Context: an optimization exercise on an open-source flow, tuned for small area and a short achievable clock period. The choices shown serve that exercise and are no tape-out recipe.
In this exercise RTL edits were held to simulation tests only and were not proved equivalent to the original.
Power figures rest on the tool's default switching activity, not on a simulated workload.

<file path="flow/design.v">
module reaper_exec_ctrl #(
  parameter int DIV = 2
) (
  input  logic        Fast_Clock,
  input  logic        Raw_Reset_I,
  output logic        Slow_Clock,
  input  logic [5:0]  Opcode,
  input  logic [31:0] Input_1,
  input  logic [31:0] Input_2,
  output logic [31:0] Result,
  output logic        True,
  output logic [4:0]  ALU_Op,
  output logic        Reg_Write,
  output logic        ALU_Src,
  output logic        Long_Imm,
  output logic        Mem_Write,
  output logic        Mem_To_Reg,
  output logic        Branch,
  output logic        Jump_R,
  output logic        Jump_I,
  output logic        Stack_Enable,
  output logic        Stack_Write,
  output logic        IO_Enable,
  output logic        IO_Selection,
  output logic        Halt,
  output logic        Change_Context
);
  localparam int CW = (DIV > 1) ? $clog2(DIV) : 1;
  localparam logic [CW-1:0] LAST = DIV - 1;
  logic [CW-1:0] cnt;
  logic          slow_q;
  always_ff @(posedge Fast_Clock or negedge Raw_Reset_I) begin
    if (!Raw_Reset_I) begin
      cnt    <= '0;
      slow_q <= 1'b0;
    end else if (cnt == LAST) begin
      cnt    <= '0;
      slow_q <= ~slow_q;
    end else begin
      cnt    <= cnt + 1'b1;
    end
  end
  assign Slow_Clock = slow_q;
  logic [5:0] op;
  logic [5:0] op_m1, op_m21;
  logic [4:0] aop;
  logic rw, asrc, limm, mw, m2r, br;
  logic jr, ji, sen, swr, ioen, iosel;
  logic hlt, ctx;
  assign op     = Opcode;
  assign op_m1  = op - 6'h01;
  assign op_m21 = op - 6'h21;
  always_comb begin
    aop   = '0;
    rw    = 1'b0;
    asrc  = 1'b0;
    limm  = 1'b0;
    mw    = 1'b0;
    m2r   = 1'b0;
    br    = 1'b0;
    jr    = 1'b0;
    ji    = 1'b0;
    sen   = 1'b0;
    swr   = 1'b0;
    ioen  = 1'b0;
    iosel = 1'b0;
    hlt   = 1'b0;
    ctx   = 1'b0;
    if (op >= 6'h01 && op <= 6'h12) begin
      rw  = 1'b1;
      aop = op_m1[4:0];
    end else if (op >= 6'h21 && op <= 6'h32) begin
      rw   = 1'b1;
      asrc = 1'b1;
      aop  = op_m21[4:0];
    end else begin
      case (op)
        6'h13: begin
          rw   = 1'b1;
          asrc = 1'b1;
          limm = 1'b1;
          aop  = 5'd18;
        end
        6'h14: begin
          rw   = 1'b1;
          asrc = 1'b1;
          m2r  = 1'b1;
        end
        6'h15: begin
          asrc = 1'b1;
          mw   = 1'b1;
        end
        6'h16: begin
          br  = 1'b1;
          aop = 5'd12;
        end
        6'h17: begin
          br  = 1'b1;
          aop = 5'd13;
        end
        6'h18: begin
          br  = 1'b1;
          aop = 5'd14;
        end
        6'h19: begin
          br  = 1'b1;
          aop = 5'd16;
        end
        6'h1A: jr = 1'b1;
        6'h1B: begin
          ji   = 1'b1;
          limm = 1'b1;
        end
        6'h1C: begin
          ji   = 1'b1;
          limm = 1'b1;
          sen  = 1'b1;
          swr  = 1'b1;
        end
        6'h1D: sen = 1'b1;
        6'h1E: begin
          ioen = 1'b1;
          rw   = 1'b1;
        end
        6'h1F: begin
          ioen  = 1'b1;
          iosel = 1'b1;
        end
        6'h20: ctx = 1'b1;
        6'h3F: hlt = 1'b1;
        default: ;
      endcase
    end
  end
  logic [31:0] a, b, res;
  logic signed [31:0] sa, sb;
  logic signed [31:0] prod, quot, rem;
  logic tru;
  logic ovf;
  assign a   = Input_1;
  assign b   = Input_2;
  assign sa  = $signed(a);
  assign sb  = $signed(b);
  assign ovf = (a == 32'h8000_0000) &&
               (b == 32'hFFFF_FFFF);
  assign prod = sa * sb;
  assign quot = sa / sb;
  assign rem  = sa % sb;
  always_comb begin
    res = '0;
    tru = 1'b0;
    case (aop)
      5'd0:  res = a + b;
      5'd1:  res = a - b;
      5'd2:  res = prod;
      5'd3: begin
        if (b == '0)  res = '0;
        else if (ovf) res = 32'h8000_0000;
        else          res = quot;
      end
      5'd4: begin
        if (b == '0 || ovf) res = '0;
        else                res = rem;
      end
      5'd5:  res = a & b;
      5'd6:  res = a | b;
      5'd7:  res = a ^ b;
      5'd8:  res = ~a;
      5'd9:  res = a << b[4:0];
      5'd10: res = a >> b[4:0];
      5'd11: res = sa >>> b[4:0];
      5'd12: tru = (a == b);
      5'd13: tru = (a != b);
      5'd14: tru = (sa < sb);
      5'd15: tru = (sa <= sb);
      5'd16: tru = (sa > sb);
      5'd17: tru = (sa >= sb);
      5'd18: res = b;
      default: res = '0;
    endcase
    if (aop >= 5'd12 && aop <= 5'd17)
      res = {31'b0, tru};
  end
  assign Result         = res;
  assign True           = tru;
  assign ALU_Op         = aop;
  assign Reg_Write      = rw;
  assign ALU_Src        = asrc;
  assign Long_Imm       = limm;
  assign Mem_Write      = mw;
  assign Mem_To_Reg     = m2r;
  assign Branch         = br;
  assign Jump_R         = jr;
  assign Jump_I         = ji;
  assign Stack_Enable   = sen;
  assign Stack_Write    = swr;
  assign IO_Enable      = ioen;
  assign IO_Selection   = iosel;
  assign Halt           = hlt;
  assign Change_Context = ctx;
endmodule
</file>
<file path="flow/constraint.sdc">
create_clock -name core_clock -period 190.0 [get_ports {Fast_Clock}]
set_input_delay 38.0000 -clock core_clock [delete_from_list [all_inputs] [get_ports {Fast_Clock}]]
set_output_delay 38.0000 -clock core_clock [all_outputs]
set_load 0.01 [all_outputs]
</file>
<file path="flow/config.mk">
export PLATFORM = sky130hd
export DESIGN_NAME = reaper_exec_ctrl
export DESIGN_NICKNAME = reaper_exec_ctrl
export VERILOG_FILES = /design/flow/design.v
export SDC_FILE = /design/flow/constraint.sdc
export NUM_CORES = 4
export LEC_CHECK = 0
export CAP_MARGIN = 20
export CORE_MARGIN = 2
export CORE_UTILIZATION = 40
export SLEW_MARGIN = 20
</file>
<file path="flow/run.sh">
#!/bin/bash
# synth_recipe.tcl (not shown) runs the flow's synth.tcl, then flattens the netlist and writes it again
# the make line also repeats each setting of config.mk as NAME=value (left out here)
make -C /OpenROAD-flow-scripts/flow DESIGN_CONFIG=/design/flow/config.mk WORK_HOME=/design/flow/orfs CLKGATE_MAP_FILE= SYNTH_SCRIPT=/design/flow/synth_recipe.tcl finish
</file>
==> run_results.csv <==
group,metric,value,unit
logic_synthesis,synth.area.top_cells,"ha_1 (17%), fa_1 (14%), nand2_1 (6.7%)",
sta,rsz0062_at_grt,"false",
placement,place_inst,10452,
sta,finalSetupViolations,0,
global_route,track_usage,40.72,%
cells_and_area,final_cells,10468,
clock_tree,cts.clk_slew.worst_paths,0.03,ns
clock_tree,cts_tree,"built",
critical_path,crit_required,152.00,ns
power,p_leak,29.15,nW
routing,wl_per_cell,30.70,µm
floorplan,ios,125,
clock_tree,cts_sinks,2,
global_route,antenna_found_initial,28,
run_status,status,"no timing/DRC/antenna violations",
logic_synthesis,ys.warnings.count,1,
critical_path,critPathLaunch,"Input_2[20]",
sta,period_share,93.46,%
cells_and_area,fin_nets,9796,
global_route,grt.busiest_layer,"met2",
placement,globalplace.congestion,1.136,
placement,port_buffers,124,
sta,worstMarginPinSlew,1.369,ns
logic_synthesis,synth_flop_cell,"dfrtp_1",
logic_synthesis,yosys_register_bits,2,
logic_synthesis,synthCells,8580,
routing,antenna_left,0,
routing,vias_per_cell,6.710,
global_route,grt_remaining_overflow,0,
floorplan,start_util,40.23,%
global_route,grt_pass1_vias,66994,
critical_path,cp_slowest_stage_delay,0.94,ns
cells_and_area,area_growth,6.853,%
global_route,grt_use_met1,50.12,%
sta,maxSlewViolCount,0,
critical_path,crit_path_frequent_cell,"ha_1",
sta,totalNegativeSetupSlack,0,ns
critical_path,cp-start-kind,"primary input",
sta,finClkSkew,0.001365,ns
logic_synthesis,synth_fp_nets,9849,
critical_path,r2r_start,"slow_q$_DFFE_PN0P_",
global_route,grt_max_degree,70,
logic_synthesis,yosys.cell_types.count,106,
logic_synthesis,synth_largest_area_cell,"ha_1",
logic_synthesis,syn_area,59340,µm²
floorplan,die_h,389.2,µm
critical_path,slowest_stage,"clkdlybuf4s50_1",
worst_hold_path,min_from,"cnt$_DFF_PN0_",
sta,period_needed,177.57,ns
floorplan,die_x,389.2,µm
global_route,grt_pass1_wl,460.7,mm
flow_run,max_cap_violations,0,
routing,dr.first_iter.drc_count,9787,
clock_tree,clock_latency,0.22,ns
sta,max_freq,5.632,MHz
clock_tree,ctsHtreeMaxLevel,1,
clock_tree,post_cts_buffers,0,
worst_hold_path,holdCritPathClass,"register to register",
critical_path,arrival,139.57,ns
cells_and_area,drive_gt1_share,5.748,%
logic_synthesis,synth_top_area_share,16.57,%
clock_tree,clk_path_buf_depth,2,
power,finalPower,1.348,mW
logic_synthesis,ys_seq_area_share,0.08435,%
routing,drt_wl_total,321.4,mm
sta,slew_headroom,8.705,%
logic_synthesis,synth_edf_count,0,
routing,dr.pass1.iters,9,
sta,hold_violations,0,
critical_path,cp_max_fo,35,
power,powerDensity,21.27,nW/µm²
global_route,grt_util_met3,11.99,%
sta,fin_ws,12.43,ns
floorplan,core_area,147500,µm²
clock_tree,cts_buffers,3,
floorplan,die_area,151400,µm²
sta,hold_ws,0.4415,ns
placement,dpl.hpwl,250.8,mm
clock_tree,cts_hold_buffers,0,
clock_tree,postCtsResizedCells,0,
critical_path,cp-end-kind,"output port",
power,ir_worst_vdd,0.00007264,V
routing,route.detailed.drc,0,
clock_tree,cts-root-buf,"clkbuf_16",
critical_path,crit_type,"primary input to output port",
placement,place_ws,15.92,ns
floorplan,num_rows,141,
logic_synthesis,synthArstFlopShare,100.0,%
logic_synthesis,syn_avg_cell_area,6.916,µm²
global_route,grt_util_met2,59.64,%
routing,via_count,70245,
==> final cells by class <==
type	instances	area (µm²)
inverters	777	2919
flip-flops and latches	2	50.05
repair buffers	337	2758
multi-input cells	7406	55150
clock buffers	3	75.07
diodes	13	32.53
well taps	1930	2415
fillers	15444	84080
==> cells by family (layout without fill, tap and decap cells) <==
| family | after synthesis | count (layout) | synth area share (%) |
|---|---|---|---|
| xor+xnor | 579 | 579 | 8.546 |
| other cells | 0 | 13 | 0 |
| fa+ha+maj | 1197 | 1197 | 30.44 |
| buf+inv | 1172 | 1117 | 7.475 |
| simple gates | 3076 | 3076 | 23.61 |
| flops | 2 | 2 | 0.08435 |
| mux | 165 | 165 | 3.283 |
| compound gates | 2389 | 2389 | 26.56 |
==> metrics by stage <==
| step | util [%] | area (µm²) |
|---|---|---|
| 2_1_floorplan | - | 59340 |
| 3_3_place_gp | 42.89 | 63260 |
| 3_5_place_dp | 42.91 | 63280 |
| 4_1_cts | 42.96 | 63360 |
| 5_1_grt | 42.97 | 63370 |
| 6_report | 42.99 | 63400 |
==> Yosys cell counts, types with 18 or more instances <==
| cell | instances |
|---|---|
| a211oi_1 | 67 |
| o221ai_1 | 53 |
| mux2i_1 | 101 |
| a2111oi_0 | 22 |
| o41ai_1 | 21 |
| nand4_1 | 107 |
| nand3_1 | 188 |
| xnor2_1 | 401 |
| nor4_1 | 57 |
| nor2b_1 | 69 |
| a21o_1 | 167 |
| ha_1 | 786 |
| nand2_1 | 1053 |
| fa_1 | 411 |
| or2_2 | 56 |
| a22oi_1 | 31 |
| a31oi_1 | 105 |
| o211a_1 | 19 |
| a21oi_1 | 642 |
| a221o_1 | 23 |
| and2_1 | 49 |
| o211ai_1 | 99 |
| o21bai_1 | 63 |
| xor2_1 | 178 |
| a311oi_1 | 19 |
| a211o_1 | 39 |
| o21ai_0 | 463 |
| o31a_1 | 18 |
| nand2b_1 | 73 |
| o21a_1 | 122 |
| or3_1 | 97 |
| inv_1 | 757 |
| o311ai_0 | 18 |
| a221oi_1 | 47 |
| or4_1 | 34 |
| o31ai_1 | 66 |
| clkbuf_1 | 291 |
| mux4_2 | 19 |
| nor2_1 | 985 |
| o22ai_1 | 57 |
| mux2_2 | 44 |
| a21boi_0 | 27 |
| and3_1 | 52 |
| nor3_1 | 176 |
| buf_1 | 92 |
==> state kept, by name, summed over array words and instances (netlist names) <==
signal and flops:
cnt 1, slow_q 1
==> final timing paths <==
path | depth (start not counted) | to | slack, ns
setup / recovery | 333 | Result[26] | 12.43
hold / removal | 1 | cnt$_DFF_PN0_ | 0.44
setup reg to reg | 1 | slow_q$_DFFE_PN0P_ | 189.33
hold reg to reg | 1 | cnt$_DFF_PN0_ | 0.44
max in group asynchronous | 1 | slow_q$_DFFE_PN0P_ | 151.93
min in group asynchronous | 1 | cnt$_DFF_PN0_ | 37.95
==> power by group <==
group / internal [mW] / switching, mW
sequential: 0.000430 / 0
combinational: 0.466 / 0.878
clock: 0.00267 / 0.000424
total: 0.469 / 0.879
==> metal layers <==
metal / routed length, µm / vias up
met2: 129800 / 5079
met3: 42720 / 1451
li1: - / 30303
met1: 118000 / 33378
met4: 30710 / 34
met5: 207 / -
==> worst max-delay path, delay by kind of cell <==
family / cells / cell delay (ns)
and+or+nand+nor: 107 / 33.35
AOI/OAI and AO/OA: 161 / 49.37
buffers and inverters: 28 / 7.26
adders and majority gates: 31 / 9.70
xor gates and xnor gates: 1 / 0.12
muxes: 5 / 1.56
==> cell usage in the layout, fill, tap and decap left out, types with 122 or more instances in the layout <==
cell,count
a21oi_1,641
ha_1,785
nor2_1,971
buf_4,216
nand3_1,187
fa_1,411
o21a_1,122
xor2_1,178
a21o_1,167
inv_1,756
o21ai_0,462
nor3_1,173
xnor2_1,384
nand2_1,1053

==> separate check: timing with driven ports <==
How much do the figures lean on ideal ports? The routed layout below was timed once more, with nothing changed but the port constraints. Step 1, drivers: a clkbuf_16 drives Fast_Clock and a buf_2 each remaining input, both assumed. Step 2 also shifts input and output timing later by t, the mid clock arrival at the registers, as if the neighbouring blocks saw the same clock. Three values: ideal ports, drivers, drivers and shift; two values: the first two.
t (ns): 0.240
setup WS [ns]: 12.431 / 12.295 / 12.295
cell pins on the clock port's net: 1
After both steps setup and hold are still met in this run. For this run, drivers alone change the setup slack by -0.136 ns; drivers and shift together by -0.136 ns.
